Context: an optimization exercise on an open-source flow, tuned for small area, a short achievable clock period and few clock cycles per item. The choices shown serve that exercise and are no tape-out recipe. At most, simulation tests tie the RTL to the original design; equivalence was not proved.

Setup of north:
Design iir_biquad_sched, start of the top module:
module iir_biquad_sched (
    input  logic               clk,
    input  logic               rst,
    input  logic               sample_valid,
    input  logic signed [15:0] din,
    output logic signed [15:0] dout,
    output logic               dout_valid,
    output logic               busy,
    output logic               overrun,
    input  logic               cfg_we,
    input  logic [5:0]         cfg_addr,
    input  logic [15:0]        cfg_wdata,
    output logic               cfg_err,
    input  logic               hist_clr
);
make LEC_CHECK=0 ABC_AREA=1 CAP_MARGIN=20 CORE_MARGIN=2 CORE_UTILIZATION=40 SETUP_SLACK_MARGIN=4.5 SLEW_MARGIN=20 finish   # period 11.0 ns
run.sh (not shown) runs the stock make flow with config.mk's settings and CLKGATE_MAP_FILE= SYNTH_SCRIPT=/design/flow/synth_recipe.tcl, a recipe that flattens the netlist after the stock synthesis.
north closes out successfully: all stages finished, all timing, DRC and antenna checks passed.
#### Input delta (south over north)
- swapping 40 for 60 in CORE_UTILIZATION
- putting PLACE_DENSITY at 0.72 where nothing was set
--- outcome ---
- south -> north: max capacitance violation total delta 0, exact match
- Finished layout cell area: south better than north
- Cell total after placement: south vs north down 785
No run of this note included a check of the RTL's function; only the layout flow was run.

* * *

Another version of the RTL of iir_biquad_sched (not shown whole).
Size: ~63 I/O pins, about 64,000 um^2 of cells after synthesis.
==> flow/config.mk <==
export PLATFORM = sky130hd
export DESIGN_NAME = iir_biquad_sched
export DESIGN_NICKNAME = iir_biquad_sched
export VERILOG_FILES = /design/flow/design.v
export SDC_FILE = /design/flow/constraint.sdc
export NUM_CORES = 4
export LEC_CHECK = 0
export ABC_AREA = 1
export CAP_MARGIN = 20
export CORE_MARGIN = 2
export CORE_UTILIZATION = 40
export SETUP_SLACK_MARGIN = 5
export SLEW_MARGIN = 20
export TNS_END_PERCENT = 5
==> flow/constraint.sdc <==
create_clock -name core_clock -period 11.0 [get_ports {clk}]
set_input_delay 2.2000 -clock core_clock [delete_from_list [all_inputs] [get_ports {clk}]]
set_output_delay 2.2000 -clock core_clock [all_outputs]
set_load 0.01 [all_outputs]
standard.sh (not shown) runs the stock make flow with config.mk's settings and CLKGATE_MAP_FILE= SYNTH_SCRIPT=/design/flow/synth_recipe.tcl, a recipe that flattens the netlist after the stock synthesis.
==> flow/flow/run.sh <==
#!/bin/bash
# Standard layout, with one step added after the standard synthesis:
# flow/invopt.py re-chooses the polarity of the full adders (and xor/xnor
# gates) of the synthesized netlist to drop the inverters between them, and
# flow/combeq.py checks on random vectors that the new netlist computes the
# same register inputs and outputs. Registers are left as synthesized.
set -euo pipefail
R=$PWD/orfs/results/sky130hd/iir_biquad_sched/base
bash standard.sh "$R/1_2_yosys.v" > synth.log 2>&1
cp "$R/1_2_yosys.v" yosys_standard.v
python3 flow/invopt.py yosys_standard.v yosys_invopt.v > invopt.log 2>&1
python3 flow/combeq.py yosys_standard.v yosys_invopt.v 16 > combeq.log 2>&1
grep -q 'equal$' combeq.log
cp yosys_invopt.v "$R/1_2_yosys.v"
touch "$R/1_2_yosys.v"
bash standard.sh finish > finish.log 2>&1
Other scripts of this flow, unchanged in this note and not shown: flow/flow/combeq.py, flow/flow/invopt.py
Testbench counts at the start, summed over its fixed seeds: cycles 6,424, items 1,600.
Then changed:
CAP_MARGIN = 5   (was 20)
SLEW_MARGIN = 5   (was 20)
TNS_END_PERCENT = unset   (was 5)
Outcome: The changed run completed without violations; routed wire length came out higher slightly; worst setup slack gets better by 0.24 ns; maximum frequency came out higher by a few percent; via count came out higher slightly.
Then changed:
CAP_MARGIN = 20   (was 5)
CTS_BUF_LIST = sky130_fd_sc_hd__clkbuf_2 sky130_fd_sc_hd__clkbuf_4   (was unset)
CTS_CLUSTER_SIZE = 20   (was unset)
SLEW_MARGIN = 20   (was 5)
Outcome:
- synthesized area does not change
- critical path depth falls by 1
- count of clock-buffer cells in the layout rises by 231
- flip-flop and latch count stays the same
- cell area falls by about 0.3%
- routed wire length falls by about 2.7%
- die area is unchanged
- first-iteration DRC count falls by 7.3%
Then changed:
--- a/flow/flow/run.sh
+++ b/flow/flow/run.sh
@@ -16 +16 @@
-bash standard.sh finish > finish.log 2>&1
+bash standard.sh finish SETUP_SLACK_MARGIN=6 > finish.log 2>&1
CORE_UTILIZATION = 55   (was 40)
CTS_BUF_LIST = unset   (was sky130_fd_sc_hd__clkbuf_2 sky130_fd_sc_hd__clkbuf_4)
CTS_CLUSTER_SIZE = unset   (was 20)
PLACE_DENSITY = 0.7   (was unset)
Outcome: Hold slack improved by 0.016 ns; global-route usage came out higher by 11 points; non-clock buffer count went up by 307.
Then changed:
--- a/flow/flow/run.sh
+++ b/flow/flow/run.sh
@@ -16 +16 @@
-bash standard.sh finish SETUP_SLACK_MARGIN=6 > finish.log 2>&1
+bash standard.sh finish > finish.log 2>&1
CORE_UTILIZATION = 40   (was 55)
CTS_BUF_LIST = sky130_fd_sc_hd__clkbuf_4 sky130_fd_sc_hd__clkbuf_8   (was unset)
PLACE_DENSITY = unset   (was 0.7)
The new run passed the timing, DRC and antenna checks.
Setup slack loses 0.10 ns.
Utilization shrinks by 22 points.
Final area shrinks by about 7.5%.
Routed wire length shrinks by about 2%.
First-iteration DRC count shrinks by about 17%.
Die area grows by 37%.
Sequential share of layout area grows by 2.4 points.
Then changed:
--- a/flow/flow/run.sh
+++ b/flow/flow/run.sh
@@ -16 +16 @@
-bash standard.sh finish > finish.log 2>&1
+bash standard.sh finish SETUP_SLACK_MARGIN=6 > finish.log 2>&1
CTS_BUF_LIST = unset   (was sky130_fd_sc_hd__clkbuf_4 sky130_fd_sc_hd__clkbuf_8)
Routed wire length is higher by 8.0%; non-clock buffer count is higher by 223; die area does not change; synthesized cell count stays the same; worst setup slack gains 0.13 ns; sequential cell count stays the same; clock skew is higher by 0.0098 ns.

-- afterwards: timing with drivers on the ports --
No port has a modelled driver above. Below, the same layouts with a new extraction and two added sets of constraints. Step 1: set_driving_cell puts a clkbuf_16 on clk and a buf_2 on each other input, an assumption about the parent block. Step 2 moves the port delays by t, midway between the first and last clock arrival at a register: inputs arrive t later, outputs are due t later. That takes back most of the time a late clock gives input paths. Slacks: ideal ports / drivers / drivers and shift; pairs: ideal ports / drivers.
run | t (ns) | setup WS [ns] | worst setup path at the end | worst data-port slew with drivers (ns)
north | 0.782 | 4.662 / 4.651 / 4.591 | input to register | 0.05
south | 0.742 | 4.639 / 4.630 / 4.529 | input to register | 0.06
the first run of note 2 | 0.793 | 4.891 / 4.876 / 4.594 | input to register | 0.05
the second run of note 2 | 0.788 | 5.136 / 5.055 / 4.567 | input to register | 0.05
the third run of note 2 | 1.292 | 4.895 / 4.822 / 4.614 | input to register | 0.05
the fourth run of note 2 | 0.778 | 5.192 / 5.224 / 4.472 | input to register | 0.09
the fifth run of note 2 | 0.968 | 5.090 / 5.016 / 4.584 | input to register | 0.05
the sixth run of note 2 | 0.766 | 5.221 / 5.262 / 4.499 | input to register | 0.04
After both steps every run listed still meets setup and hold. The setup slack of the sixth run of note 2, which loses most, moves by +0.041 ns with the drivers and by -0.722 ns with both steps.
